Background: an optimization exercise with open tools, aiming at small area and a short achievable clock period. Do not read the settings as production practice. Where RTL was checked, it was by simulation tests only, not by an equivalence proof against the original. Function not checked in runs 3 to 5: the RTL went through the layout flow alone. Power and IR drop assume default switching activity.

==> flow/design.v <==
package st_map_pkg;
	localparam logic [15:0] ST_ID_WORD  = 16'h5253;
	localparam logic [15:0] ST_VER_WORD = 16'h1205;
	localparam logic [7:0] ST_OFF_ID       = 8'h00;
	localparam logic [7:0] ST_OFF_VER      = 8'h02;
	localparam logic [7:0] ST_OFF_CTRL     = 8'h04;
	localparam logic [7:0] ST_OFF_STAT     = 8'h06;
	localparam logic [7:0] ST_OFF_FIFO     = 8'h08;
	localparam logic [7:0] ST_OFF_FSTAT    = 8'h0c;
	localparam logic [7:0] ST_OFF_RCNT     = 8'h0e;
	localparam logic [7:0] ST_OFF_SS_CMD   = 8'h10;
	localparam logic [7:0] ST_OFF_SS_DATA  = 8'h12;
	localparam logic [7:0] ST_OFF_SS_CTRL  = 8'h14;
	localparam logic [7:0] ST_OFF_CR1      = 8'h18;
	localparam logic [7:0] ST_OFF_CR2      = 8'h1a;
	localparam logic [7:0] ST_OFF_CR3      = 8'h1c;
	localparam logic [7:0] ST_OFF_CR4      = 8'h1e;
	localparam logic [7:0] ST_OFF_RESP1    = 8'h20;
	localparam logic [7:0] ST_OFF_RESP2    = 8'h22;
	localparam logic [7:0] ST_OFF_RESP3    = 8'h24;
	localparam logic [7:0] ST_OFF_RESP4    = 8'h26;
	localparam logic [7:0] ST_OFF_HIRQ     = 8'h28;
	localparam logic [7:0] ST_OFF_MASK     = 8'h2a;
	localparam logic [7:0] ST_OFF_HIRQ_CLR = 8'h2c;
	localparam int CTRL_CDC_EN   = 0;
	localparam int CTRL_CMD_EN   = 1;
	localparam int CTRL_FIFO_EN  = 2;
	localparam int CTRL_FIFO_RST = 8;
	localparam int CTRL_FIFO_DIR = 9;
	typedef enum logic [3:0] {
		ST_OP_NONE, ST_OP_READ, ST_OP_CTRL_WR, ST_OP_IRQ_ACK,
		ST_OP_FIFO_WR, ST_OP_FIFO_RD, ST_OP_RCNT_CLR, ST_OP_CMD_CLR,
		ST_OP_DATA_WR, ST_OP_RESP_WR, ST_OP_HIRQ_SET, ST_OP_HIRQ_CLR
	} st_op_e;
endpackage
package ss_map_pkg;
	localparam logic [2:0] SS_RGN_CDC = 3'b000;
	localparam logic [2:0] SS_RGN_REG = 3'b111;
	localparam logic [3:0] SS_CDC_FIFO = 4'd0;
	localparam logic [3:0] SS_CDC_HIRQ = 4'd2;
	localparam logic [3:0] SS_CDC_MASK = 4'd3;
	localparam logic [3:0] SS_CDC_CR1  = 4'd6;
	localparam logic [3:0] SS_CDC_CR2  = 4'd7;
	localparam logic [3:0] SS_CDC_CR3  = 4'd8;
	localparam logic [3:0] SS_CDC_CR4  = 4'd9;
	localparam logic [4:0] SS_REG_ID    = 5'd0;
	localparam logic [4:0] SS_REG_VER   = 5'd1;
	localparam logic [3:0] SS_REG_CTRL  = 4'd1;
	localparam logic [3:0] SS_REG_FSTAT = 4'd2;
	localparam logic [3:0] SS_REG_CMD   = 4'd4;
	localparam logic [3:0] SS_REG_DATA  = 4'd5;
	localparam logic [3:0] SS_REG_FIFO  = 4'd6;
	localparam logic [15:0] SS_CTRL_RESET = 16'h0100;
	typedef enum logic [3:0] {
		SS_OP_NONE, SS_OP_READ, SS_OP_CTRL_WR, SS_OP_HIRQ_AND, SS_OP_MASK_WR,
		SS_OP_CR_WR, SS_OP_CMD_WR, SS_OP_DATA_WR, SS_OP_FIFO_WR, SS_OP_FIFO_RD
	} ss_op_e;
endpackage
import st_map_pkg::*;
module st_decode (
	input  logic        st_req,
	input  logic        st_we,
	input  logic [7:0]  st_addr,
	output logic        st_rd,
	output logic        st_ctrl_we,
	output logic        st_ack,
	output logic        st_fifo_wr,
	output logic        st_fifo_rd,
	output logic        st_rcnt_clr,
	output logic        st_cmd_clr,
	output logic        st_data_we,
	output logic        st_resp_we,
	output logic        st_hirq_set,
	output logic        st_hirq_clr,
	output logic [31:0] st_sel,
	output logic        st_dflt
);
	logic       st_wr, st_ok;
	logic [4:0] st_w;
	assign st_rd = st_req & ~st_we;
	assign st_wr = st_req & st_we;
	assign st_ok = (st_addr[7:6] == 2'b00) & ~st_addr[0];
	assign st_w  = st_addr[5:1];
	assign st_ctrl_we  = st_wr & (st_addr == ST_OFF_CTRL);
	assign st_ack      = st_wr & (st_addr == ST_OFF_STAT);
	assign st_fifo_wr  = st_wr & (st_addr == ST_OFF_FIFO);
	assign st_fifo_rd  = st_rd & (st_addr == ST_OFF_FIFO);
	assign st_rcnt_clr = st_wr & (st_addr == ST_OFF_RCNT);
	assign st_cmd_clr  = st_wr & (st_addr == ST_OFF_SS_CMD);
	assign st_data_we  = st_wr & (st_addr == ST_OFF_SS_DATA);
	assign st_resp_we  = st_wr & st_ok & (st_w[4:2] == 3'b100);
	assign st_hirq_set = st_wr & (st_addr == ST_OFF_HIRQ);
	assign st_hirq_clr = st_wr & (st_addr == ST_OFF_HIRQ_CLR);
	always_comb
	begin
		for (int i = 0; i < 32; i++)
			st_sel[i] = st_ok & (st_w == 5'(i));
	end
	assign st_dflt = ~st_ok | st_sel[5] | st_sel[11] | (|st_sel[31:22]);
endmodule
import ss_map_pkg::*;
module ss_decode (
	input  logic        ss_req,
	input  logic        ss_we,
	input  logic        ss_cs2,
	input  logic [14:1] ss_addr,
	output logic        ss_rd,
	output logic        ss_fifo_rd,
	output logic        ss_fifo_wr,
	output logic        ss_hirq_and,
	output logic        ss_mask_we,
	output logic        ss_cr_we,
	output logic [1:0]  ss_idx,
	output logic        ss_ctrl_we,
	output logic        ss_cmd_we,
	output logic        ss_data_we,
	output logic        rs_ctrl,
	output logic        rs_fstat,
	output logic        rs_cmd,
	output logic        rs_data,
	output logic        rs_fifo,
	output logic        rs_hirq,
	output logic        rs_mask,
	output logic [3:0]  rs_resp,
	output logic        rs_id,
	output logic        rs_ver
);
	logic        ss_hit, ss_wr, rgn_cdc, rgn_reg, ss_fifo_off;
	logic [3:0]  woff;
	logic [15:0] ss_sel;
	assign ss_hit  = ss_req & ss_cs2;
	assign ss_rd   = ss_hit & ~ss_we;
	assign ss_wr   = ss_hit & ss_we;
	assign rgn_cdc = (ss_addr[14:12] == SS_RGN_CDC);
	assign rgn_reg = (ss_addr[14:12] == SS_RGN_REG);
	assign woff    = ss_addr[5:2];
	assign ss_idx  = {woff[3], woff[0]};
	always_comb
	begin
		for (int i = 0; i < 16; i++)
			ss_sel[i] = (woff == 4'(i));
	end
	assign ss_fifo_off = (rgn_cdc & ss_sel[SS_CDC_FIFO]) | (rgn_reg & ss_sel[SS_REG_FIFO]);
	assign ss_fifo_rd  = ss_rd & ss_fifo_off;
	assign ss_fifo_wr  = ss_wr & ss_fifo_off;
	assign ss_hirq_and = ss_wr & rgn_cdc & ss_sel[SS_CDC_HIRQ];
	assign ss_mask_we  = ss_wr & rgn_cdc & ss_sel[SS_CDC_MASK];
	assign ss_cr_we    = ss_wr & rgn_cdc & (woff >= SS_CDC_CR1) & (woff <= SS_CDC_CR4);
	assign ss_ctrl_we  = ss_wr & rgn_reg & ss_sel[SS_REG_CTRL];
	assign ss_cmd_we   = ss_wr & rgn_reg & ss_sel[SS_REG_CMD];
	assign ss_data_we  = ss_wr & rgn_reg & ss_sel[SS_REG_DATA];
	assign rs_ctrl  = rgn_reg & ss_sel[SS_REG_CTRL];
	assign rs_fstat = rgn_reg & ss_sel[SS_REG_FSTAT];
	assign rs_cmd   = rgn_reg & ss_sel[SS_REG_CMD];
	assign rs_data  = rgn_reg & ss_sel[SS_REG_DATA];
	assign rs_fifo  = ss_fifo_off;
	assign rs_hirq  = rgn_cdc & ss_sel[SS_CDC_HIRQ];
	assign rs_mask  = rgn_cdc & ss_sel[SS_CDC_MASK];
	assign rs_resp  = {rgn_cdc & ss_sel[SS_CDC_CR4], rgn_cdc & ss_sel[SS_CDC_CR3],
		rgn_cdc & ss_sel[SS_CDC_CR2], rgn_cdc & ss_sel[SS_CDC_CR1]};
	assign rs_id    = rgn_reg & ss_sel[0] & ~ss_addr[1];
	assign rs_ver   = rgn_reg & ss_sel[0] & ss_addr[1];
endmodule
module fifo_sel8 (
	input  logic [7:0] d,
	input  logic [7:0] s,
	output logic       y
);
	assign y = |(d & s);
endmodule
module irq_any16 (
	input  logic [15:0] a,
	input  logic [15:0] b,
	output logic        y
);
	assign y = |(a & b);
endmodule
import st_map_pkg::*;
import ss_map_pkg::*;
module ss_bridge_top #(
	parameter int FIFO_AW = 6
) (
	input  logic        mclk,
	input  logic        ST_ALE,
	input  logic        st_req,
	input  logic        st_we,
	input  logic [7:0]  st_addr,
	input  logic [15:0] st_wdata,
	output logic [15:0] st_rdata,
	output logic        st_rvalid,
	output logic        st_irq,
	input  logic        ss_req,
	input  logic        ss_we,
	input  logic        ss_cs2,
	input  logic [14:1] ss_addr,
	input  logic [15:0] ss_wdata,
	output logic [15:0] ss_rdata,
	output logic        ss_rvalid,
	output logic        ss_irq
);
	localparam int DEPTH = 1 << FIFO_AW;
	logic        st_rd, st_ctrl_we, st_ack, st_fifo_wr, st_fifo_rd, st_rcnt_clr;
	logic        st_cmd_clr, st_data_we, st_resp_we, st_hirq_set, st_hirq_clr;
	logic [31:0] st_sel;
	logic        st_dflt;
	logic        ss_rd, ss_fifo_rd, ss_fifo_wr, ss_hirq_and, ss_mask_we, ss_cr_we;
	logic [1:0]  ss_idx;
	logic        ss_ctrl_we, ss_cmd_we, ss_data_we;
	logic        rs_ctrl, rs_fstat, rs_cmd, rs_data, rs_fifo, rs_hirq, rs_mask;
	logic [3:0]  rs_resp;
	logic        rs_id, rs_ver;
	st_decode st_decode_inst (.*);
	ss_decode ss_decode_inst (.*);
	logic [15:0]      st_ctrl, ss_ctrl, ss_cmd, ss_data, hirq, hirq_mask, rcnt;
	logic [15:0]      st_ctrl_n, hirq_n, hirq_mask_n;
	logic [3:0][15:0] cr, resp;
	logic             flag_cdc, flag_cmd, flag_fifo;
	logic             flag_cdc_n, flag_cmd_n, flag_fifo_n;
	logic             fifo_empty_d;
	logic [15:0]        sr [DEPTH-1];
	logic [15:0]        stage;
	logic               push_q;
	logic [FIFO_AW:0]   m, m_inc, m_dec;
	logic               fifo_empty, fifo_full;
	logic               fifo_dir, fifo_clr;
	logic               push, pop, wr_en, rd_en;
	logic [15:0]        wr_word;
	logic [15:0]        fifo_head;
	assign fifo_dir  = st_ctrl[CTRL_FIFO_DIR];
	assign fifo_clr  = st_ctrl[CTRL_FIFO_RST];
	assign m_inc      = m + 1'b1;
	assign m_dec      = m - 1'b1;
	assign fifo_empty = m[FIFO_AW];
	assign fifo_full  = (m == FIFO_AW'(DEPTH - 1));
	assign st_ctrl_n   = st_ctrl_we ? st_wdata : st_ctrl;
	assign hirq_mask_n = ss_mask_we ? ss_wdata : hirq_mask;
	always_comb
	begin
		if (st_hirq_set)
			hirq_n = hirq | st_wdata;
		else if (st_hirq_clr)
			hirq_n = hirq & ~st_wdata;
		else if (ss_hirq_and)
			hirq_n = hirq & ss_wdata;
		else
			hirq_n = hirq;
	end
	logic [15:0] h_set, h_clr, h_and;
	logic        i_set_m, i_clr_m, i_and_m, i_hold_m, i_set_w, i_clr_w, i_hold_w;
	logic        ss_irq_n;
	assign h_set = hirq | st_wdata;
	assign h_clr = hirq & ~st_wdata;
	assign h_and = hirq & ss_wdata;
	irq_any16 u_i_set_m  (.a(h_set), .b(hirq_mask), .y(i_set_m));
	irq_any16 u_i_clr_m  (.a(h_clr), .b(hirq_mask), .y(i_clr_m));
	irq_any16 u_i_and_m  (.a(h_and), .b(hirq_mask), .y(i_and_m));
	irq_any16 u_i_hold_m (.a(hirq),  .b(hirq_mask), .y(i_hold_m));
	irq_any16 u_i_set_w  (.a(h_set), .b(ss_wdata),  .y(i_set_w));
	irq_any16 u_i_clr_w  (.a(h_clr), .b(ss_wdata),  .y(i_clr_w));
	irq_any16 u_i_hold_w (.a(hirq),  .b(ss_wdata),  .y(i_hold_w));
	always_comb
	begin
		if (st_hirq_set)
			ss_irq_n = ss_mask_we ? i_set_w : i_set_m;
		else if (st_hirq_clr)
			ss_irq_n = ss_mask_we ? i_clr_w : i_clr_m;
		else if (ss_hirq_and)
			ss_irq_n = i_and_m;
		else
			ss_irq_n = ss_mask_we ? i_hold_w : i_hold_m;
	end
	assign flag_cdc_n  = (ss_cr_we & (ss_idx == 2'd3))
		| (flag_cdc & ~(st_ack & st_wdata[CTRL_CDC_EN]));
	assign flag_cmd_n  = ss_cmd_we
		| (flag_cmd & ~(st_ack & st_wdata[CTRL_CMD_EN]));
	assign flag_fifo_n = (fifo_empty & ~fifo_empty_d)
		| (flag_fifo & ~(st_ack & st_wdata[CTRL_FIFO_EN]));
	always_ff @(posedge mclk or posedge ST_ALE)
	begin
		if (ST_ALE)
		begin
			st_ctrl      <= '0;
			ss_ctrl      <= SS_CTRL_RESET;
			ss_cmd       <= '0;
			ss_data      <= '0;
			hirq         <= '0;
			hirq_mask    <= '0;
			rcnt         <= '0;
			flag_cdc     <= 1'b0;
			flag_cmd     <= 1'b0;
			flag_fifo    <= 1'b0;
			fifo_empty_d <= 1'b1;
			st_irq       <= 1'b0;
			ss_irq       <= 1'b0;
		end
		else
		begin
			st_ctrl      <= st_ctrl_n;
			hirq         <= hirq_n;
			hirq_mask    <= hirq_mask_n;
			flag_cdc     <= flag_cdc_n;
			flag_cmd     <= flag_cmd_n;
			flag_fifo    <= flag_fifo_n;
			fifo_empty_d <= fifo_empty;
			st_irq       <= |(st_ctrl_n[2:0] & {flag_fifo_n, flag_cmd_n, flag_cdc_n});
			ss_irq       <= ss_irq_n;
			if (ss_ctrl_we)
				ss_ctrl <= ss_wdata;
			if (st_cmd_clr)
				ss_cmd <= '0;
			else if (ss_cmd_we)
				ss_cmd <= ss_wdata;
			if (ss_data_we)
				ss_data <= ss_wdata;
			else if (st_data_we)
				ss_data <= st_wdata;
			if (st_rcnt_clr)
				rcnt <= '0;
			else if (ss_fifo_rd)
				rcnt <= rcnt + 1'b1;
		end
	end
	always_ff @(posedge mclk)
	begin
		if (ss_cr_we)
			cr[ss_idx] <= ss_wdata;
		if (st_resp_we)
			resp[st_addr[2:1]] <= st_wdata;
	end
	assign push    = fifo_dir ? ss_fifo_wr : st_fifo_wr;
	assign pop     = fifo_dir ? st_fifo_rd : ss_fifo_rd;
	assign wr_en   = push & ~fifo_full;
	assign rd_en   = pop & ~fifo_empty;
	assign wr_word = fifo_dir ? {ss_wdata[7:0], ss_wdata[15:8]} : st_wdata;
	always_ff @(posedge mclk)
	begin
		stage <= wr_word;
		if (push_q)
		begin
			sr[0] <= stage;
			for (int i = 1; i < DEPTH-1; i++)
				sr[i] <= sr[i-1];
		end
	end
	logic [FIFO_AW:0] m_n, m_dec2;
	assign m_dec2 = m - 2'd2;
	always_comb
	begin
		if (fifo_clr)
			m_n = '1;
		else if (wr_en & ~rd_en)
			m_n = m_inc;
		else if (rd_en & ~wr_en)
			m_n = m_dec;
		else
			m_n = m;
	end
	logic [FIFO_AW:0] p_n;
	logic [7:0]       sel_hi, sel_lo;
	assign p_n = rd_en ? m_dec2 : m_dec;
	always_ff @(posedge mclk or posedge ST_ALE)
	begin
		if (ST_ALE)
		begin
			m      <= '1;
			push_q <= 1'b0;
			sel_hi <= 8'h80;
			sel_lo <= 8'h40;
		end
		else
		begin
			m      <= m_n;
			push_q <= wr_en;
			for (int j = 0; j < 8; j++)
			begin
				sel_hi[j] <= (p_n[5:3] == 3'(j));
				sel_lo[j] <= (p_n[2:0] == 3'(j));
			end
		end
	end
	logic [15:0] fifo_next;
	for (genvar b = 0; b < 16; b++)
	begin : g_next
		logic [7:0] grp;
		for (genvar j = 0; j < 8; j++)
		begin : g_grp
			logic [7:0] d;
			for (genvar k = 0; k < 8; k++)
			begin : g_bit
				if (8*j+k == DEPTH-1)
					assign d[k] = stage[b];
				else
					assign d[k] = sr[8*j+k][b];
			end
			fifo_sel8 u_lo (.d(d), .s(sel_lo), .y(grp[j]));
		end
		fifo_sel8 u_hi (.d(grp), .s(sel_hi), .y(fifo_next[b]));
	end
	always_ff @(posedge mclk)
	begin
		if (fifo_empty | (rd_en & (m == '0)))
			fifo_head <= wr_word;
		else if (rd_en)
			fifo_head <= fifo_next;
	end
	logic [15:0] fifo_stat, head_sw, st_word, ss_word;
	assign fifo_stat = 16'(m_inc);
	assign head_sw   = {fifo_head[7:0], fifo_head[15:8]};
	logic [15:0] st_stat;
	assign st_stat = {1'b0, |(st_ctrl[2:0] & {flag_fifo, flag_cmd, flag_cdc}), 11'd0,
		flag_fifo, flag_cmd, flag_cdc};
	for (genvar b = 0; b < 16; b++)
	begin : g_st_word
		logic y0, y1;
		fifo_sel8 u_regs (
			.d ({ss_ctrl[b], ss_data[b], ss_cmd[b], rcnt[b], fifo_head[b], st_ctrl[b], hirq[b], hirq_mask[b]}),
			.s ({st_sel[10], st_sel[9], st_sel[8], st_sel[7], st_sel[4], st_sel[2], st_sel[20], st_sel[21]}),
			.y (y0)
		);
		fifo_sel8 u_mbox (
			.d ({cr[3][b], cr[2][b], cr[1][b], cr[0][b], resp[3][b], resp[2][b], resp[1][b], resp[0][b]}),
			.s ({st_sel[15], st_sel[14], st_sel[13], st_sel[12], st_sel[19], st_sel[18], st_sel[17], st_sel[16]}),
			.y (y1)
		);
		assign st_word[b] = y0 | y1 | st_dflt
			| (st_sel[3] & st_stat[b]) | (st_sel[6] & fifo_stat[b])
			| (st_sel[0] & ST_ID_WORD[b]) | (st_sel[1] & ST_VER_WORD[b]);
	end
	for (genvar b = 0; b < 16; b++)
	begin : g_ss_word
		logic y0;
		fifo_sel8 u_regs (
			.d ({ss_ctrl[b], ss_cmd[b], ss_data[b], head_sw[b], hirq[b], hirq_mask[b], resp[0][b], resp[1][b]}),
			.s ({rs_ctrl, rs_cmd, rs_data, rs_fifo, rs_hirq, rs_mask, rs_resp[0], rs_resp[1]}),
			.y (y0)
		);
		assign ss_word[b] = y0 | (rs_resp[2] & resp[2][b]) | (rs_resp[3] & resp[3][b])
			| (rs_fstat & fifo_stat[b]) | (rs_id & ST_ID_WORD[b]) | (rs_ver & ST_VER_WORD[b]);
	end
	always_ff @(posedge mclk or posedge ST_ALE)
	begin
		if (ST_ALE)
		begin
			st_rvalid <= 1'b0;
			ss_rvalid <= 1'b0;
		end
		else
		begin
			st_rvalid <= st_rd;
			ss_rvalid <= ss_rd;
		end
	end
	always_ff @(posedge mclk)
	begin
		st_rdata <= st_word;
		ss_rdata <= ss_word;
	end
endmodule
==> flow/flow/run.sh <==
#!/bin/bash
# Standard layout (standard synthesis included) with two changes: the port
# buffers are buf_4 cells, and the resizer may change a cell's footprint.
set -euo pipefail
export BUFFER_PORTS_ARGS="-buffer_cell sky130_fd_sc_hd__buf_4"
bash standard.sh MATCH_CELL_FOOTPRINT=0 finish > standard_flow.log 2>&1
==> flow/standard.sh <==
#!/bin/bash
# synth_recipe.tcl (not shown) runs the flow's synth.tcl, then flattens the netlist and writes it again
# the make line also repeats each setting of config.mk as NAME=value (left out here)
make -C /OpenROAD-flow-scripts/flow DESIGN_CONFIG=/design/flow/config.mk WORK_HOME=/design/flow/orfs CLKGATE_MAP_FILE= SYNTH_SCRIPT=/design/flow/synth_recipe.tcl "${@:-finish}"
==> flow/config.mk <==
export PLATFORM = sky130hd
export DESIGN_NAME = ss_bridge_top
export DESIGN_NICKNAME = ss_bridge_top
export VERILOG_FILES = /design/flow/design.v
export SDC_FILE = /design/flow/constraint.sdc
export NUM_CORES = 4
export LEC_CHECK = 0
export CAP_MARGIN = 20
export CORE_MARGIN = 2
export CORE_UTILIZATION = 60
export CTS_BUF_LIST = sky130_fd_sc_hd__clkbuf_8
export CTS_CLUSTER_DIAMETER = 50
export CTS_CLUSTER_SIZE = 16
export SETUP_SLACK_MARGIN = 2.2
export SLEW_MARGIN = 50
export SYNTH_HIERARCHICAL = 1
export SYNTH_MINIMUM_KEEP_SIZE = 0
export TNS_END_PERCENT = 20
==> flow/constraint.sdc <==
create_clock -name core_clock -period 4.5 [get_ports {mclk}]
set_input_delay 0.9000 -clock core_clock [delete_from_list [all_inputs] [get_ports {mclk}]]
set_output_delay 0.9000 -clock core_clock [all_outputs]
set_load 0.01 [all_outputs]
==> results.py, run 1 <==
metrics = {
    "floorplan": {
        "design.core.area_sq_um": 88500,
        "die_w_microns": 303,
        "die_y_microns": 303,
        "num_io_pins": 97,
        "die-area_sq_um": 91800,
        "num_rows": 109,
        "initial_core_util": 0.606,
    },
    "sta": {
        "drv_slew": 0,
        "layout_min_cycle_time_ns": 2.57,
        "final.setup.worst_slack_ns": 1.93,
        "period_share": 0.571,
        "finClkSkew_ns": 0.0368,
        "grt_setup_unrepaired": "true",
        "whs_ns": 0.278,
        "final.setup.tns_ns": 0,
        "hold_viol_final": 0,
        "slew-limit-headroom": 0.516,
        "tightest_slew_ns": 0.726,
        "setup_viol": 0,
        "fmaxAchievable_mhz": 389,
    },
    "route": {
        "viasPerCell": 7.06,
        "routed-via-count": 35900,
        "initialDrtViolationCount": 5448,
        "drt-total-wl_microns": 160000,
        "drt_first_pass_iters": 6,
        "antenna_left": 0,
        "route.detailed.drc": 0,
        "avgRoutedWirePerCell_microns": 31.4,
    },
    "placed_design": {
        "gp_congestion": 0.941,
        "hpwl_microns": 88200,
        "port_buffers": 90,
        "pre_cts_ws_ns": 1.07,
        "place_inst": 4735,
        "place_area_sq_um": 56500,
    },
    "final_layout": {
        "top_register": "sr",
        "final_cell_area_sq_um": 61200,
        "finalNonFillerCells": 5079,
        "drive_gt1_frac": 0.191,
        "fin_nets": 3872,
        "areaGrowthSynthToFinish_pct": 14.0,
        "largest_reg_flops": 1008,
        "final_util": 0.691,
    },
    "clock_tree": {
        "h-tree-depth": 4,
        "clockBufferDepth": 3,
        "cts_made_buffers": 136,
        "path_clk_slew_ns": 0.09,
        "cts-root-buf": "clkbuf_8",
        "cts_tree": "done",
        "clk_latency_ns": 0.83,
        "cts_sinks": 1344,
    },
    "critical_path": {
        "endpoint_kind": "register",
        "critPathRequiredTime_ns": 5.07,
        "worstSetupStartpointType": "register",
        "cp.arrival_ns": 3.14,
        "crit_fanout": 80,
        "path_class": "reg2reg",
        "reg2reg_slack_ns": 1.93,
    },
    "power": {
        "leakagePower_nw": 19.8,
        "peakVddDrop_uv": 333,
        "power_mw": 22.7,
        "p_per_area_nw_per_um2": 372,
    },
    "global_routing": {
        "grt_max_degree": 159,
        "grt_pass1_vias": 35000,
        "grt_overflow_total": 0,
        "grtUsageTotal": 0.346,
        "grt_antenna_before_repair": 12,
        "grt_pass1_wl_microns": 232000,
    },
    "run_status": {
        "status": "no timing/DRC/antenna violations",
    },
    "hold_path": {
        "worstHoldPathType": "in2reg",
    },
    "synthesis": {
        "ys_warn_count": 10,
        "synth_area_sq_um": 53700,
        "avgSynthCellArea_sq_um": 15.3,
        "postSynthCellCount": 3505,
    },
    "flow_run": {
        "drv_cap": 0,
    },
}
## metal layers
metal  GRT usage  part of all wire  vias to the layer above  wire length [microns]
li1            -                 -                    15000                      -
met1       0.501              0.39                    18200                  62100
met2       0.507              0.46                     2406                  72700
met3      0.0907              0.12                      340                  19000
met4       0.134             0.036                        8                   5800
met5           0           0.00029                        -                     47
## worst max-delay path, cell delays in order (launching register included)
cell	delay (ns)
dfrtp_4	0.56
buf_12	0.21
a22oi_1	0.31
nand4_1	0.16
a22oi_1	0.28
nand4_1	0.26
mux2_2	0.34
## layout make-up
type                       instances  area, sq um
fill                            5970        27300
clock inverter                   107         1120
inverter                         149          571
antenna                            7         17.5
clock buffer                     144         1980
multi-input combinational       1904        13900
timing repair buffer             259         2940
sequential                      1344        39200
tap                             1165         1460
## report_power, final
part	switching, mW	internal, mW
clock network	4.60	4.17
logic	0.333	0.170
registers	0.0761	13.4
## worst paths after layout
kind | to | depth (start not counted) | from
hold / removal | ss_rvalid | 2 | ss_we
max in group asynchronous | m[2] | 5 | ST_ALE
setup / recovery | fifo_head[10] | 6 | sel_lo[5]
min in group asynchronous | ss_ctrl[5] | 3 | ST_ALE
setup reg to reg | fifo_head[10] | 6 | sel_lo[5]
hold reg to reg | sr[27][13] | 0 | sr[26][13]
## repair_timing
item / 4_1_cts / 5_1_grt
gates resized for setup: 38 / 50
endpoints found under the setup margin: 32 / 37
hold buffers: 0 / 1
gates cloned: 22 / 5
hold endpoints to repair: 0 / 20
setup buffers: 49 / 5
pin swaps: 12 / 35
## layout by cell type, fill, tap and decap left out, types with 45 or more instances in the layout
master    count
dfrtp_1     121
mux2_2       76
a22oi_1     748
clkbuf_8    144
inv_1       160
buf_4       178
edfxtp_1   1152
nand2_1     177
nand4_1     207
dfxtp_1      48
o21ai_0     157
nor2_1       94
a22o_1       45
==> run 2: changes to the inputs <==
--- a/flow/config.mk
+++ b/flow/config.mk
@@ -8,9 +8,9 @@
 export CAP_MARGIN = 20
 export CORE_MARGIN = 2
 export CORE_UTILIZATION = 60
-export CTS_BUF_LIST = sky130_fd_sc_hd__clkbuf_8
-export CTS_CLUSTER_DIAMETER = 50
-export CTS_CLUSTER_SIZE = 16
+export CTS_CLUSTER_DIAMETER = 75
+export CTS_CLUSTER_SIZE = 28
+export PLACE_DENSITY = 0.8
 export SETUP_SLACK_MARGIN = 2.2
 export SLEW_MARGIN = 50
 export SYNTH_HIERARCHICAL = 1
==> run 2 against run 1 <==
Against the previous run:
- worst setup slack better by 0.15 ns
- clock skew is 0.010 ns lower
- combinational power hardly changed
- wire length is 8.7% lower
- final cell count is 2.9% lower
- total power is 10% lower
- synthesized cell count stayed put
- area after synthesis stayed put
- critical path type unchanged
==> results.py, run 2 <==
metrics = {
    "global_routing": {
        "grt_antenna_before_repair": 10,
        "grt_overflow_total": 0,
        "grt_pass1_vias": 33900,
        "grt_max_degree": 121,
        "grtUsageTotal": 0.314,
        "grt_pass1_wl_microns": 215000,
    },
    "flow_run": {
        "drv_cap": 0,
    },
    "sta": {
        "grt_setup_unrepaired": "true",
        "layout_min_cycle_time_ns": 2.42,
        "final.setup.worst_slack_ns": 2.08,
        "slew-limit-headroom": 0.463,
        "setup_viol": 0,
        "hold_viol_final": 0,
        "finClkSkew_ns": 0.0264,
        "fmaxAchievable_mhz": 413,
        "tightest_slew_ns": 0.804,
        "final.setup.tns_ns": 0,
        "drv_slew": 0,
        "period_share": 0.539,
    },
    "critical_path": {
        "reg2reg_slack_ns": 2.08,
        "worstSetupStartpointType": "register",
        "reg2reg_to": "fifo_head[15]",
        "cp-endpoint": "fifo_head[15]",
        "r2r_start": "sel_lo[0]",
        "critPathRequiredTime_ns": 4.93,
        "crit_start": "sel_lo[0]",
        "crit_fanout": 30,
        "worstRegToRegCells": 7,
        "endpoint_kind": "register",
        "path_class": "reg2reg",
        "cp.arrival_ns": 2.85,
    },
    "synthesis": {
        "avgSynthCellArea_sq_um": 15.3,
        "postSynthCellCount": 3505,
        "ys_warn_count": 10,
        "synth_area_sq_um": 53700,
    },
    "power": {
        "power_mw": 20.4,
        "leakagePower_nw": 19.0,
        "p_per_area_nw_per_um2": 343,
        "peakVddDrop_uv": 336,
    },
    "clock_tree": {
        "clockBufferDepth": 3,
        "clk_latency_ns": 0.69,
        "path_clk_slew_ns": 0.11,
        "cts_tree": "done",
        "cts_made_buffers": 57,
        "cts-root-buf": "clkbuf_16",
        "cts_sinks": 1344,
        "h-tree-depth": 2,
        "holdBufCountCts": 0,
    },
    "final_layout": {
        "drive_gt1_frac": 0.151,
        "largest_reg_flops": 1008,
        "top_register": "sr",
        "areaGrowthSynthToFinish_pct": 10.9,
        "fin_nets": 3794,
        "mostFrequentLayoutCells": "edfxtp_1 (1152), a22oi_1 (768), nand4_1 (207)",
        "final_util": 0.672,
        "final_common_cell": "edfxtp_1",
        "finalNonFillerCells": 4933,
    },
    "placed_design": {
        "hpwl_microns": 87500,
        "gp_congestion": 1.00,
        "place_inst": 4754,
        "port_buffers": 90,
        "pre_cts_ws_ns": 0.987,
    },
    "floorplan": {
        "initial_core_util": 0.606,
        "num_io_pins": 97,
        "num_rows": 109,
        "die-area_sq_um": 91800,
        "die_w_microns": 303,
        "design.core.area_sq_um": 88500,
        "die_y_microns": 303,
    },
    "route": {
        "route.detailed.drc": 0,
        "drt-total-wl_microns": 146000,
        "avgRoutedWirePerCell_microns": 29.5,
        "routed-via-count": 35300,
        "initialDrtViolationCount": 5552,
        "drt_first_pass_iters": 12,
        "antenna_left": 0,
        "viasPerCell": 7.17,
    },
    "hold_path": {
        "worstHoldPathType": "in2async",
    },
    "run_status": {
        "status": "no timing/DRC/antenna violations",
    },
}
-- run 2: cell types whose count changed in the layout (fill, tap and decap cells not counted), sizes merged --
cell,previous run,this run
clkinv,43,6
clkinvlp,12,1
buf,242,252
clkbuf,160,101
dlygate4sd3,1,0
diode,7,5
inv,183,154
bufinv,18,1
-- run 2: through the flow --
| step | hold slack, ns | area [sq um] |
|---|---|---|
| 5_1_grt | 0.265 | 59500 |
| 3_3_place_gp | 0.418 | 56400 |
| 2_1_floorplan | 0.352 | 53700 |
| 3_5_place_dp | 0.418 | 56500 |
| 4_1_cts | 0.338 | 59200 |
| 6_report | 0.227 | 59500 |
-- run 2: layer usage --
layer	part of all wire	track usage	vias up	routed length [microns]
met1	0.36	0.438	17500	52500
met3	0.14	0.0818	513	19900
li1	-	-	14700	-
met4	0.050	0.131	20	7260
met2	0.45	0.473	2594	65900
met5	0.00095	0	-	138
-- run 2: critical path, cell delays in order (launching register included) --
cell	delay [ns]
dfrtp_4	0.56
buf_12	0.20
buf_16	0.21
a22oi_1	0.18
nand4_1	0.17
a22oi_2	0.21
nand4_1	0.25
mux2_4	0.33
-- run 2: cell type report --
class | instances | area [sq um]
fillers | 5702 | 29000
inverters | 149 | 578
flip-flops and latches | 1344 | 39200
clock buffers | 93 | 1600
clock inverters | 13 | 195
diodes | 5 | 12.5
repair buffers | 260 | 2590
multi-input cells | 1904 | 13900
well taps | 1165 | 1460
-- run 2: what timing repair did --
| item | CTS | global route |
|---|---|---|
| setup buffers | 44 | 16 |
| cloned | 7 | 0 |
| setup endpoints to repair | 76 | 64 |
| pin swaps | 23 | 12 |
| resized for setup | 55 | 22 |
-- run 2: how the worst min path moves through the flow --
stage,from,to,slack [ns]
after floorplan,m[6],fifo_empty_d,0.35
after global placement,stage[5],sr[0][5],0.42
after detailed placement,stage[10],sr[0][10],0.42
after CTS,ST_ALE,ss_ctrl[7],0.34
after global routing,ST_ALE,ss_cmd[13],0.26
final,ST_ALE,ss_data[7],0.23
-- run 2: power breakdown --
group	total [mW]	internal (mW)	switching, mW
sequential	13.5	13.4	0.0737
clock	6.41	2.60	3.81
combinational	0.500	0.174	0.325
==> run 3: changes to the inputs <==
--- a/flow/design.v
+++ b/flow/design.v
@@ -175,6 +175,15 @@
 );
 	assign y = |(a & b);
 endmodule
+module rd_sel #(
+	parameter int N = 8
+) (
+	input  logic [N-1:0] d,
+	input  logic [N-1:0] s,
+	output logic         y
+);
+	assign y = |(d & s);
+endmodule
 import st_map_pkg::*;
 import ss_map_pkg::*;
 module ss_bridge_top #(
@@ -357,15 +366,32 @@
 	end
 	logic [FIFO_AW:0] p_n;
 	logic [7:0]       sel_hi, sel_lo;
-	assign p_n = rd_en ? m_dec2 : m_dec;
+	logic             sel_w, sel_w_n;
+	logic             z_m, z_inc, z_dec;
+	assign p_n   = rd_en ? m_dec2 : m_dec;
+	assign z_m   = m[FIFO_AW] | (m == '0);
+	assign z_inc = (m_inc == '0);
+	assign z_dec = (m == FIFO_AW'(1)) | (m == '0);
+	always_comb
+	begin
+		if (fifo_clr)
+			sel_w_n = 1'b1;
+		else if (wr_en & ~rd_en)
+			sel_w_n = z_inc;
+		else if (rd_en & ~wr_en)
+			sel_w_n = z_dec;
+		else
+			sel_w_n = z_m;
+	end
 	always_ff @(posedge mclk or posedge ST_ALE)
 	begin
 		if (ST_ALE)
 		begin
 			m      <= '1;
 			push_q <= 1'b0;
-			sel_hi <= 8'h80;
+			sel_hi <= 8'h00;
 			sel_lo <= 8'h40;
+			sel_w  <= 1'b1;
 		end
 		else
 		begin
@@ -373,9 +399,10 @@
 			push_q <= wr_en;
 			for (int j = 0; j < 8; j++)
 			begin
-				sel_hi[j] <= (p_n[5:3] == 3'(j));
+				sel_hi[j] <= (p_n[5:3] == 3'(j)) & ~sel_w_n;
 				sel_lo[j] <= (p_n[2:0] == 3'(j));
 			end
+			sel_w <= sel_w_n;
 		end
 	end
 	logic [15:0] fifo_next;
@@ -394,13 +421,11 @@
 			end
 			fifo_sel8 u_lo (.d(d), .s(sel_lo), .y(grp[j]));
 		end
-		fifo_sel8 u_hi (.d(grp), .s(sel_hi), .y(fifo_next[b]));
+		rd_sel #(.N(9)) u_hi (.d({wr_word[b], grp}), .s({sel_w, sel_hi}), .y(fifo_next[b]));
 	end
 	always_ff @(posedge mclk)
 	begin
-		if (fifo_empty | (rd_en & (m == '0)))
-			fifo_head <= wr_word;
-		else if (rd_en)
+		if (fifo_empty | rd_en)
 			fifo_head <= fifo_next;
 	end
 	logic [15:0] fifo_stat, head_sw, st_word, ss_word;
--- a/flow/config.mk
+++ b/flow/config.mk
@@ -8,9 +8,8 @@
 export CAP_MARGIN = 20
 export CORE_MARGIN = 2
 export CORE_UTILIZATION = 60
-export CTS_CLUSTER_DIAMETER = 75
-export CTS_CLUSTER_SIZE = 28
-export PLACE_DENSITY = 0.8
+export CTS_CLUSTER_DIAMETER = 70
+export CTS_CLUSTER_SIZE = 25
 export SETUP_SLACK_MARGIN = 2.2
 export SLEW_MARGIN = 50
 export SYNTH_HIERARCHICAL = 1
==> run 3 against run 2 <==
Against the previous run:
- via count hardly changed
- register-to-register slack worse by 0.04 ns
- still clean
- highest routed layer unchanged
- critical path depth is 2 higher
- area after synthesis is 0.36% lower
- critical endpoint is now sel_hi[0]
==> results.py, run 3 <==
metrics = {
    "clock_tree": {
        "cts_tree": "done",
        "clockBufferDepth": 3,
        "cts_made_buffers": 69,
        "h-tree-depth": 3,
        "cts-root-buf": "clkbuf_16",
        "cts_sinks": 1345,
        "path_clk_slew_ns": 0.09,
        "clk_latency_ns": 0.67,
    },
    "floorplan": {
        "die_w_microns": 302,
        "die-area_sq_um": 91500,
        "die_y_microns": 302,
        "design.core.area_sq_um": 88400,
        "num_rows": 109,
        "initial_core_util": 0.605,
        "num_io_pins": 97,
    },
    "route": {
        "initialDrtViolationCount": 4841,
        "antenna_left": 0,
        "route.detailed.drc": 0,
        "drt_first_pass_iters": 6,
        "avgRoutedWirePerCell_microns": 31.7,
        "viasPerCell": 7.18,
        "routed-via-count": 35300,
        "drt-total-wl_microns": 156000,
    },
    "critical_path": {
        "cp.arrival_ns": 3.22,
        "cpLargestDelayFamily": "compound AO/OA/AOI/OAI gates",
        "cp_num_cells": 9,
        "worst-path-buf-inv": 2,
        "worstSetupStartpointType": "primary input",
        "reg2reg_slack_ns": 2.04,
        "cpPeakStageDelay_ns": 0.46,
        "reg2reg_to": "sel_hi[0]",
        "cp-endpoint": "sel_hi[0]",
        "r2r_start": "m[6]",
        "slowest_stage": "a221o_2",
        "path_cells": "buf_8, and3_4, a32oi_4, nor4_2, buf_4, mux2_4, a221o_1, a221o_2, nor4_2",
        "worstRegToRegCells": 4,
        "crit_fanout": 7,
        "path_class": "in2reg",
        "critPathRequiredTime_ns": 5.07,
        "crit_start": "ss_addr[14]",
        "worst_path_most_repeated_cell": "nor4_2",
        "endpoint_kind": "register",
    },
    "flow_run": {
        "drv_cap": 0,
    },
    "final_layout": {
        "final_util": 0.676,
        "drive_gt1_frac": 0.155,
        "largest_reg_flops": 1008,
        "fin_nets": 3770,
        "mostFrequentLayoutCells": "edfxtp_1 (1152), a22oi_1 (737), nand4_1 (189)",
        "final_common_cell": "edfxtp_1",
        "areaGrowthSynthToFinish_pct": 11.8,
        "top_register": "sr",
    },
    "sta": {
        "fmaxAchievable_mhz": 377,
        "hold_viol_final": 0,
        "drv_slew": 0,
        "grt_setup_unrepaired": "true",
        "slew-limit-headroom": 0.520,
        "whs_ns": 0.169,
        "setup_viol": 0,
        "period_share": 0.589,
        "tightest_slew_ns": 0.719,
        "finClkSkew_ns": 0.0291,
        "layout_min_cycle_time_ns": 2.65,
    },
    "power": {
        "p_per_area_nw_per_um2": 451,
        "switchingPower_mw": 8.18,
        "seqPwrFrac": 0.527,
        "pwr-share-comb": 0.208,
        "clkPwrFrac": 0.264,
        "peakVddDrop_uv": 409,
        "p_int_mw": 18.8,
        "switching_share": 0.303,
        "leakagePower_nw": 19.1,
    },
    "synthesis": {
        "synth_area_sq_um": 53500,
        "avgSynthCellArea_sq_um": 15.4,
        "postSynthCellCount": 3473,
        "ys_warn_count": 10,
    },
    "global_routing": {
        "grt_max_degree": 127,
        "grtUsageTotal": 0.339,
        "grt_overflow_total": 0,
        "grt_pass1_wl_microns": 228000,
        "grt_antenna_before_repair": 10,
        "grt_pass1_vias": 34400,
    },
    "placed_design": {
        "hpwl_microns": 93200,
        "gp_congestion": 0.959,
        "port_buffers": 90,
    },
    "run_status": {
        "status": "no timing/DRC/antenna violations",
    },
    "hold_path": {
        "worstHoldPathType": "in2async",
    },
}
==> run 3: power groups by stage <==
| stage | clock [mW] | sequential [mW] | combinational (mW) |
|---|---|---|---|
| 2_1_floorplan | 0 | 14.6 | 2.51 |
| 3_3_place_gp | 0 | 14.9 | 4.36 |
| 3_5_place_dp | 0 | 14.6 | 4.77 |
| 4_1_cts | 7.28 | 14.2 | 5.52 |
| 5_1_grt | 7.64 | 14.2 | 5.90 |
| 6_report | 7.13 | 14.2 | 5.62 |
==> run 3: repair_timing <==
item,CTS,global route
cloned,12,0
hold endpoints to repair,0,0
gates resized for setup,39,34
buffers inserted,35,10
hold buffers,0,0
endpoints found under the setup margin,138,79
pin swaps,14,20
==> run 3: worst min-delay path by stage <==
stage | depth (start not counted) | end | from
floorplan | 0 | fifo_empty_d | m[6]
global placement | 0 | sr[50][4] | sr[49][4]
detailed placement | 0 | sr[0][7] | stage[7]
CTS | 2 | ss_cmd[10] | ST_ALE
global route | 2 | ss_cmd[14] | ST_ALE
finish | 2 | ss_ctrl[9] | ST_ALE
==> run 3: area by class of cell <==
| class | count | area [sq um] |
|---|---|---|
| well taps | 1165 | 1460 |
| clock buffers | 103 | 1930 |
| clock inverters | 22 | 223 |
| repair buffers | 250 | 2670 |
| fillers | 6062 | 28600 |
| multi-input cells | 1883 | 13700 |
| flip-flops and latches | 1345 | 39300 |
| diodes | 6 | 15.0 |
| inverters | 143 | 544 |
==> run 3: through the flow <==
step / worst slack, ns / TNS (ns) / cells / power (mW) / instance area [sq um]
after global routing: 1.84 / 0 / 4914 / 27.8 / 59800
after detailed placement: 0.971 / 0 / 4726 / 19.4 / 56400
after floorplan: -7.71 / -7960.47 / 3473 / 17.1 / 53500
after global placement: 0.995 / 0 / 4717 / 19.2 / 56200
after CTS: 1.93 / 0 / 4898 / 27.0 / 59400
final: 1.85 / 0 / 4917 / 27.0 / 59800
==> run 3: layer usage <==
layer	global-route usage	wire (microns)	vias to the layer above
met4	0.145	7000	2
met3	0.0657	16800	354
met1	0.484	60600	18000
li1	-	-	14600
met5	0	13	-
met2	0.516	71500	2326
==> run 4: changes to the inputs <==
--- a/flow/design.v
+++ b/flow/design.v
@@ -232,7 +232,7 @@
 	logic [FIFO_AW:0]   m, m_inc, m_dec;
 	logic               fifo_empty, fifo_full;
 	logic               fifo_dir, fifo_clr;
-	logic               push, pop, wr_en, rd_en;
+	logic               wr_en, rd_en;
 	logic [15:0]        wr_word;
 	logic [15:0]        fifo_head;
 	assign fifo_dir  = st_ctrl[CTRL_FIFO_DIR];
@@ -336,10 +336,13 @@
 		if (st_resp_we)
 			resp[st_addr[2:1]] <= st_wdata;
 	end
-	assign push    = fifo_dir ? ss_fifo_wr : st_fifo_wr;
-	assign pop     = fifo_dir ? st_fifo_rd : ss_fifo_rd;
-	assign wr_en   = push & ~fifo_full;
-	assign rd_en   = pop & ~fifo_empty;
+	logic push_st_ok, push_ss_ok, pop_st_ok, pop_ss_ok;
+	assign push_st_ok = ~fifo_dir & ~fifo_full;
+	assign push_ss_ok = fifo_dir & ~fifo_full;
+	assign pop_st_ok  = fifo_dir & ~fifo_empty;
+	assign pop_ss_ok  = ~fifo_dir & ~fifo_empty;
+	assign wr_en   = (st_fifo_wr & push_st_ok) | (ss_fifo_wr & push_ss_ok);
+	assign rd_en   = (st_fifo_rd & pop_st_ok) | (ss_fifo_rd & pop_ss_ok);
 	assign wr_word = fifo_dir ? {ss_wdata[7:0], ss_wdata[15:8]} : st_wdata;
 	always_ff @(posedge mclk)
 	begin
@@ -357,31 +360,60 @@
 	begin
 		if (fifo_clr)
 			m_n = '1;
-		else if (wr_en & ~rd_en)
-			m_n = m_inc;
-		else if (rd_en & ~wr_en)
-			m_n = m_dec;
 		else
-			m_n = m;
+			case ({wr_en, rd_en})
+				2'b10:   m_n = m_inc;
+				2'b01:   m_n = m_dec;
+				default: m_n = m;
+			endcase
 	end
-	logic [FIFO_AW:0] p_n;
 	logic [7:0]       sel_hi, sel_lo;
 	logic             sel_w, sel_w_n;
 	logic             z_m, z_inc, z_dec;
-	assign p_n   = rd_en ? m_dec2 : m_dec;
 	assign z_m   = m[FIFO_AW] | (m == '0);
 	assign z_inc = (m_inc == '0);
 	assign z_dec = (m == FIFO_AW'(1)) | (m == '0);
+	logic [7:0] oh1_hi, oh1_lo, oh2_hi, oh2_lo, sel_hi_n, sel_lo_n;
 	always_comb
 	begin
+		for (int j = 0; j < 8; j++)
+		begin
+			oh1_hi[j] = (m_dec[5:3] == 3'(j));
+			oh1_lo[j] = (m_dec[2:0] == 3'(j));
+			oh2_hi[j] = (m_dec2[5:3] == 3'(j));
+			oh2_lo[j] = (m_dec2[2:0] == 3'(j));
+		end
+		case ({wr_en, rd_en})
+			2'b10:
+			begin
+				sel_w_n  = z_inc;
+				sel_hi_n = oh1_hi & ~{8{z_inc}};
+				sel_lo_n = oh1_lo;
+			end
+			2'b01:
+			begin
+				sel_w_n  = z_dec;
+				sel_hi_n = oh2_hi & ~{8{z_dec}};
+				sel_lo_n = oh2_lo;
+			end
+			2'b11:
+			begin
+				sel_w_n  = z_m;
+				sel_hi_n = oh2_hi & ~{8{z_m}};
+				sel_lo_n = oh2_lo;
+			end
+			default:
+			begin
+				sel_w_n  = z_m;
+				sel_hi_n = oh1_hi & ~{8{z_m}};
+				sel_lo_n = oh1_lo;
+			end
+		endcase
 		if (fifo_clr)
-			sel_w_n = 1'b1;
-		else if (wr_en & ~rd_en)
-			sel_w_n = z_inc;
-		else if (rd_en & ~wr_en)
-			sel_w_n = z_dec;
-		else
-			sel_w_n = z_m;
+		begin
+			sel_w_n  = 1'b1;
+			sel_hi_n = 8'h00;
+		end
 	end
 	always_ff @(posedge mclk or posedge ST_ALE)
 	begin
@@ -397,12 +429,9 @@
 		begin
 			m      <= m_n;
 			push_q <= wr_en;
-			for (int j = 0; j < 8; j++)
-			begin
-				sel_hi[j] <= (p_n[5:3] == 3'(j)) & ~sel_w_n;
-				sel_lo[j] <= (p_n[2:0] == 3'(j));
-			end
-			sel_w <= sel_w_n;
+			sel_hi <= sel_hi_n;
+			sel_lo <= sel_lo_n;
+			sel_w  <= sel_w_n;
 		end
 	end
 	logic [15:0] fifo_next;
--- a/flow/config.mk
+++ b/flow/config.mk
@@ -7,7 +7,7 @@
 export LEC_CHECK = 0
 export CAP_MARGIN = 20
 export CORE_MARGIN = 2
-export CORE_UTILIZATION = 60
+export CORE_UTILIZATION = 65
 export CTS_CLUSTER_DIAMETER = 70
 export CTS_CLUSTER_SIZE = 25
 export SETUP_SLACK_MARGIN = 2.2
==> run 4 against run 3 <==
Against the previous run:
- clock power about the same
- area after synthesis up 0.29%
- highest routed layer unchanged
- first-iteration DRC count up 6.9%
- sequential power about the same
- count of clock-buffer cells in the layout up 2
- largest power group unchanged
- register-to-register slack worse by 0.12 ns
- worst hold slack better by 0.16 ns
- still clean on timing, DRC and antenna
- combinational power down 37%
- clock skew up 0.0051 ns
- cell area up 0.21%
==> results.py, run 4 <==
metrics = {
    "floorplan": {
        "die_y_microns": 291,
        "die-area_sq_um": 84800,
        "num_io_pins": 97,
        "initial_core_util": 0.655,
        "num_rows": 105,
        "design.core.area_sq_um": 81800,
        "die_w_microns": 291,
    },
    "placed_design": {
        "hpwl_microns": 92900,
        "place_inst": 4649,
        "gp_congestion": 0.946,
        "port_buffers": 90,
    },
    "power": {
        "seqPwrFrac": 0.572,
        "p_per_area_nw_per_um2": 416,
        "clkPwrFrac": 0.286,
        "switchingPower_mw": 6.87,
        "p_int_mw": 18.1,
        "switching_share": 0.275,
        "leakagePower_nw": 19.0,
        "pwr-share-comb": 0.142,
        "peakVddDrop_uv": 399,
    },
    "clock_tree": {
        "cts-root-buf": "clkbuf_16",
        "clk_latency_ns": 0.66,
        "cts_sinks": 1345,
        "cts_made_buffers": 68,
        "h-tree-depth": 3,
        "cts_tree": "done",
        "path_clk_slew_ns": 0.10,
        "clockBufferDepth": 3,
    },
    "route": {
        "route.met2.wl_microns": 71200,
        "viasPerCell": 7.35,
        "drt_first_pass_iters": 8,
        "initialDrtViolationCount": 5174,
        "wl_met1_microns": 57300,
        "avgRoutedWirePerCell_microns": 32.0,
        "drt-total-wl_microns": 155000,
        "route.detailed.drc": 0,
        "route.met3.wl_microns": 18200,
        "antenna_left": 0,
        "routed.top_layer": "met5",
        "routed-via-count": 35700,
    },
    "sta": {
        "period_share": 0.592,
        "hold_viol_final": 0,
        "fmaxAchievable_mhz": 375,
        "final.setup.tns_ns": 0,
        "grt_setup_unrepaired": "true",
        "setup_viol": 0,
        "slew-limit-headroom": 0.470,
        "drv_slew": 0,
        "whs_ns": 0.328,
        "layout_min_cycle_time_ns": 2.67,
        "tightest_slew_ns": 0.794,
        "finClkSkew_ns": 0.0342,
    },
    "critical_path": {
        "worst-path-buf-inv": 3,
        "worstSetupStartpointType": "primary input",
        "cp.arrival_ns": 3.23,
        "critPathRequiredTime_ns": 5.07,
        "cpLargestDelayFamily": "simple AND/OR/NAND/NOR gates",
        "crit_fanout": 4,
        "path_class": "in2reg",
        "endpoint_kind": "register",
        "cpPeakStageDelay_ns": 0.34,
        "path_cells": "buf_12, nor4b_4, nand2b_1, nor4_4, mux2i_4, or2_4, inv_8, ha_4, nor2b_1, o211ai_1, nand3b_1, buf_4, o32ai_2",
        "slowest_stage": "nor4b_4",
    },
    "final_layout": {
        "finalNonFillerCells": 4852,
        "drive_gt1_frac": 0.159,
        "final_common_cell": "edfxtp_1",
        "largest_reg_flops": 1008,
        "top_register": "sr",
        "fin_nets": 3801,
        "areaGrowthSynthToFinish_pct": 11.7,
        "nFillCells": 5036,
        "mostFrequentLayoutCells": "edfxtp_1 (1152), a22oi_1 (737), nand2_1 (195), buf_4 (195), nand4_1 (193)",
    },
    "synthesis": {
        "ys_warn_count": 10,
        "synth_area_sq_um": 53600,
        "postSynthCellCount": 3494,
        "avgSynthCellArea_sq_um": 15.3,
    },
    "run_status": {
        "status": "no timing/DRC/antenna violations",
    },
    "global_routing": {
        "grt_overflow_total": 0,
        "grt_max_degree": 134,
        "grtUsageTotal": 0.360,
        "grt_antenna_before_repair": 11,
        "grt_pass1_wl_microns": 226000,
        "grt_pass1_vias": 34800,
    },
    "flow_run": {
        "drv_cap": 0,
    },
    "hold_path": {
        "worstHoldPathType": "in2async",
    },
}
-- run 4: cell types whose count changed in the layout (fill, tap and decap cells not counted), sizes merged, moves of 4 or more --
cell	change
clkbuf	-5
diode	+4
buf	+16
ha	+5
nor2	-7
nand2	+16
nand4	+4
o32ai	+4
and3	-7
-- run 4: final cells by class --
type / count / area [sq um] / share of cell area
clock buffer: 105 / 1880 / 0.0314
timing repair buffer: 259 / 2610 / 0.0436
clock inverter: 19 / 273 / 0.00455
antenna: 10 / 25.0 / 0.000418
inverter: 143 / 556 / 0.00928
tap: 1070 / 1340 / 0.0224
multi-input combinational: 1901 / 13900 / 0.233
sequential: 1345 / 39300 / 0.656
-- run 4: metal layers --
metal | GRT usage | vias up
met2 | 0.547 | 2596
met4 | 0.184 | 8
met5 | 0 | -
met1 | 0.508 | 17900
met3 | 0.0657 | 449
li1 | - | 14700
-- run 4: path summary, 6_finish.rpt --
path / start / end / depth (start not counted) / slack (ns)
worst max-delay path: st_addr[5] / sel_hi[3] / 13 / 1.83
worst min-delay path: ST_ALE / rcnt[11] / 2 / 0.33
worst max register to register: m[0] / sel_hi[3] / 9 / 1.92
worst min register to register: sr[2][14] / sr[3][14] / 0 / 0.44
max in group asynchronous: ST_ALE / ss_cmd[5] / 3 / 3.33
min in group core_clock: sr[2][14] / sr[3][14] / 0 / 0.44
-- run 4: repair_timing --
item                       4_1_cts  5_1_grt
setup endpoints to repair      122      200
hold buffers                     0        0
pin swaps                       30       29
resized for setup               62       53
buffers inserted                34       27
gates cloned                     7        0
hold endpoints to repair         0        0
-- run 4: stage by stage --
| stage | power, mW | cell area, sq um | setup WS [ns] | utilization |
|---|---|---|---|---|
| finish | 24.9 | 59900 | 1.83 | 0.732 |
| global route | 25.6 | 59900 | 1.72 | 0.732 |
| CTS | 24.9 | 59400 | 1.88 | 0.726 |
| detailed placement | 17.6 | 56400 | 0.842 | 0.690 |
| global placement | 17.4 | 56200 | 0.932 | 0.686 |
| floorplan | 16.0 | 53600 | -7.71 | - |
-- run 4: power by group through the flow --
stage / Clock (mW) / Combinational [mW] / Sequential [mW]
2_1_floorplan: 0 / 1.64 / 14.4
3_3_place_gp: 0 / 2.77 / 14.7
3_5_place_dp: 0 / 2.97 / 14.6
4_1_cts: 7.22 / 3.41 / 14.2
5_1_grt: 7.61 / 3.72 / 14.2
6_report: 7.13 / 3.55 / 14.3
==> run 5: changes to the inputs <==
--- a/flow/design.v
+++ b/flow/design.v
@@ -465,7 +465,7 @@
 		flag_fifo, flag_cmd, flag_cdc};
 	for (genvar b = 0; b < 16; b++)
 	begin : g_st_word
-		logic y0, y1;
+		logic y0, y1, y2;
 		fifo_sel8 u_regs (
 			.d ({ss_ctrl[b], ss_data[b], ss_cmd[b], rcnt[b], fifo_head[b], st_ctrl[b], hirq[b], hirq_mask[b]}),
 			.s ({st_sel[10], st_sel[9], st_sel[8], st_sel[7], st_sel[4], st_sel[2], st_sel[20], st_sel[21]}),
@@ -476,20 +476,27 @@
 			.s ({st_sel[15], st_sel[14], st_sel[13], st_sel[12], st_sel[19], st_sel[18], st_sel[17], st_sel[16]}),
 			.y (y1)
 		);
-		assign st_word[b] = y0 | y1 | st_dflt
-			| (st_sel[3] & st_stat[b]) | (st_sel[6] & fifo_stat[b])
-			| (st_sel[0] & ST_ID_WORD[b]) | (st_sel[1] & ST_VER_WORD[b]);
+		fifo_sel8 u_misc (
+			.d ({st_stat[b], fifo_stat[b], ST_ID_WORD[b], ST_VER_WORD[b], 1'b1, 3'b000}),
+			.s ({st_sel[3], st_sel[6], st_sel[0], st_sel[1], st_dflt, 3'b000}),
+			.y (y2)
+		);
+		assign st_word[b] = y0 | y1 | y2;
 	end
 	for (genvar b = 0; b < 16; b++)
 	begin : g_ss_word
-		logic y0;
+		logic y0, y1;
 		fifo_sel8 u_regs (
 			.d ({ss_ctrl[b], ss_cmd[b], ss_data[b], head_sw[b], hirq[b], hirq_mask[b], resp[0][b], resp[1][b]}),
 			.s ({rs_ctrl, rs_cmd, rs_data, rs_fifo, rs_hirq, rs_mask, rs_resp[0], rs_resp[1]}),
 			.y (y0)
 		);
-		assign ss_word[b] = y0 | (rs_resp[2] & resp[2][b]) | (rs_resp[3] & resp[3][b])
-			| (rs_fstat & fifo_stat[b]) | (rs_id & ST_ID_WORD[b]) | (rs_ver & ST_VER_WORD[b]);
+		fifo_sel8 u_misc (
+			.d ({resp[2][b], resp[3][b], fifo_stat[b], ST_ID_WORD[b], ST_VER_WORD[b], 3'b000}),
+			.s ({rs_resp[2], rs_resp[3], rs_fstat, rs_id, rs_ver, 3'b000}),
+			.y (y1)
+		);
+		assign ss_word[b] = y0 | y1;
 	end
 	always_ff @(posedge mclk or posedge ST_ALE)
 	begin
--- a/flow/config.mk
+++ b/flow/config.mk
@@ -7,7 +7,7 @@
 export LEC_CHECK = 0
 export CAP_MARGIN = 20
 export CORE_MARGIN = 2
-export CORE_UTILIZATION = 65
+export CORE_UTILIZATION = 60
 export CTS_CLUSTER_DIAMETER = 70
 export CTS_CLUSTER_SIZE = 25
 export SETUP_SLACK_MARGIN = 2.2
==> run 5 against run 4 <==
Against the previous run:
- sequential cell count unchanged
- first-iteration DRC count increased by 9.2%
- critical path type unchanged
- critical endpoint is now m[6]
- wire length increased by 5.1%
- largest power group unchanged
- count of clock-buffer cells in the layout decreased by 4
- register-to-register slack improved by 0.12 ns
- clock power increased by 5.9%
- sequential share of layout area decreased by 2.9 points
- area after synthesis increased by 2.0%
==> results.py, run 5 <==
metrics = {
    "power": {
        "peakVddDrop_uv": 339,
        "p_per_area_nw_per_um2": 347,
        "leakagePower_nw": 21.4,
    },
    "clock_tree": {
        "clk_latency_ns": 0.69,
        "cts_tree": "done",
        "cts-root-buf": "clkbuf_16",
        "cts_made_buffers": 74,
        "cts_sinks": 1345,
        "h-tree-depth": 3,
        "path_clk_slew_ns": 0.09,
        "clockBufferDepth": 3,
        "holdBufCountCts": 0,
    },
    "synthesis": {
        "synth_area_sq_um": 54700,
        "avgSynthCellArea_sq_um": 15.0,
        "postSynthCellCount": 3634,
        "ys_warn_count": 10,
    },
    "final_layout": {
        "areaGrowthSynthToFinish_pct": 14.6,
        "multi_input_area_sq_um": 16100,
        "final_util": 0.695,
        "top_register": "sr",
        "nFillCells": 6066,
        "largest_reg_flops": 1008,
        "regArea_sq_um": 39200,
        "mostFrequentLayoutCells": "edfxtp_1 (1152), a22oi_1 (862), conb_1 (302)",
        "final_cell_area_sq_um": 62700,
        "drive_gt1_frac": 0.152,
        "final_common_cell": "edfxtp_1",
        "fin_nets": 4272,
    },
    "route": {
        "drt-total-wl_microns": 163000,
        "avgRoutedWirePerCell_microns": 30.0,
        "antenna_left": 0,
        "route.detailed.drc": 0,
        "drt_first_pass_iters": 6,
        "initialDrtViolationCount": 5652,
        "routed-via-count": 37400,
        "viasPerCell": 6.89,
    },
    "placed_design": {
        "port_buffers": 90,
        "place_area_sq_um": 58900,
        "hpwl_microns": 97600,
        "gp_congestion": 0.942,
    },
    "critical_path": {
        "cp.arrival_ns": 3.11,
        "path_cells": "buf_8, nor4b_4, nand2b_1, buf_4, nor3_2, mux2_4, a21boi_4, inv_1, ha_4, a21boi_1, o21a_1, a2111o_1",
        "critPathRequiredTime_ns": 5.11,
        "endpoint_kind": "register",
        "worst-path-buf-inv": 3,
        "slowest_stage": "a2111o_1",
        "path_class": "in2reg",
        "crit_fanout": 6,
        "cpPeakStageDelay_ns": 0.39,
        "cpLargestDelayFamily": "compound AO/OA/AOI/OAI gates",
        "worstSetupStartpointType": "primary input",
    },
    "sta": {
        "layout_min_cycle_time_ns": 2.50,
        "whs_ns": 0.253,
        "tightest_slew_ns": 0.739,
        "drv_slew": 0,
        "finClkSkew_ns": 0.0348,
        "grt_setup_unrepaired": "true",
        "slew-limit-headroom": 0.508,
        "period_share": 0.556,
        "hold_viol_final": 0,
        "fmaxAchievable_mhz": 399,
        "setup_viol": 0,
    },
    "floorplan": {
        "num_io_pins": 97,
        "die-area_sq_um": 93600,
        "die_y_microns": 306,
        "num_rows": 110,
        "die_w_microns": 306,
        "initial_core_util": 0.607,
        "design.core.area_sq_um": 90100,
    },
    "global_routing": {
        "grt_use_met2": 0.518,
        "grt_overflow_total": 0,
        "grt_antenna_before_repair": 14,
        "met1_usage": 0.493,
        "grt_pass1_vias": 36200,
        "grt_max_degree": 148,
        "grt_pass1_wl_microns": 238000,
        "grtUsageTotal": 0.344,
        "top_usage_layer": "met2",
        "use_met3": 0.0758,
    },
    "flow_run": {
        "drv_cap": 0,
    },
    "hold_path": {
        "worstHoldPathType": "in2async",
    },
    "run_status": {
        "status": "no timing/DRC/antenna violations",
    },
}
[run 5: final cells by class]
class	instances	area share
clock inverter	30	0.00589
clock buffer	101	0.0320
inverter	150	0.00924
tap	1176	0.0235
antenna	11	0.000439
multi-input combinational	2340	0.257
timing repair buffer	279	0.0462
sequential	1345	0.626
[run 5: worst paths after layout]
| path | slack [ns] | to | startpoint | cells after the start |
|---|---|---|---|---|
| max reg2reg | 2.04 | m[5] | m[1] | 10 |
| min reg2reg | 0.44 | sr[57][8] | sr[56][8] | 0 |
| max in group asynchronous | 3.29 | ss_ctrl[8] | ST_ALE | 3 |
| min | 0.25 | sel_lo[2] | ST_ALE | 2 |
| max | 2.00 | m[6] | st_addr[6] | 12 |
| min in group core_clock | 0.40 | ss_rvalid | ss_we | 2 |
[run 5: worst register-to-register path, delay by kind of cell, from the launching register on]
kind | cells | cell delay, ns
buffers and inverters | 1 | 0.13
and+or+nand+nor | 4 | 0.70
adders and majority gates | 2 | 0.45
DFF | 1 | 0.64
AOI/OAI and AO/OA | 2 | 0.31
xor gates and xnor gates | 1 | 0.16
[run 5: report_power, final]
| group | switching [mW] | internal, mW |
|---|---|---|
| Sequential | 0.0826 | 13.4 |
| Combinational | 0.433 | 0.241 |
| Clock | 4.24 | 3.31 |
| Total | 4.75 | 17.0 |
[run 5: timing repair]
item                       CTS  global route
setup endpoints to repair   97           138
gates resized for setup     63            25
pin swaps                   20            18
setup buffers               43            11
gates cloned                14             0
[run 5: stage by stage]
step	instances	setup TNS, ns	setup slack, ns	total power, mW
global placement	5202	0	0.688	14.4
CTS	5405	0	2.03	21.8
global route	5424	0	1.89	22.3
finish	5432	0	2.00	21.7
floorplan	3934	-7960.47	-7.71	14.1
detailed placement	5217	0	0.590	14.4
[run 5: metal layers]
| layer | share of wire | wire, microns |
|---|---|---|
| met5 | 0.00030 | 49 |
| met4 | 0.039 | 6390 |
| met3 | 0.12 | 19600 |
| met2 | 0.45 | 73300 |
| met1 | 0.39 | 63700 |

## port drivers added, routing unchanged
Ports are ideal in the flow. The routed layouts listed here were re-timed in OpenROAD.
Step 1 (the two cells are an assumption about what drives the block):
set clk [get_ports {mclk}]
set_driving_cell -lib_cell sky130_fd_sc_hd__clkbuf_16 $clk
set_driving_cell -lib_cell sky130_fd_sc_hd__buf_2 [delete_from_list [all_inputs] $clk]
Step 2 moves the port delays by t, midway between the first and last clock arrival at a register: inputs arrive t later, outputs are due t later. That takes back most of the time a late clock gives input paths.
a / b / c = ideal ports / drivers / drivers and shift; a / b = the first two.
| run | t (ns) | setup WS [ns] | worst data-port slew with drivers (ns) |
|---|---|---|---|
| run 1 | 0.877 | 1.929 / 1.929 / 1.264 | 0.16 |
| run 2 | 0.746 | 2.077 / 2.077 / 1.381 | 0.16 |
| run 3 | 0.732 | 1.851 / 1.873 / 1.141 | 0.14 |
| run 4 | 0.714 | 1.835 / 1.857 / 1.143 | 0.15 |
| run 5 | 0.748 | 1.997 / 2.016 / 1.268 | 0.15 |
After both steps setup and hold are still met in every run listed. The setup slack of run 5, which loses most, moves by +0.019 ns with the drivers and by -0.729 ns with both steps.
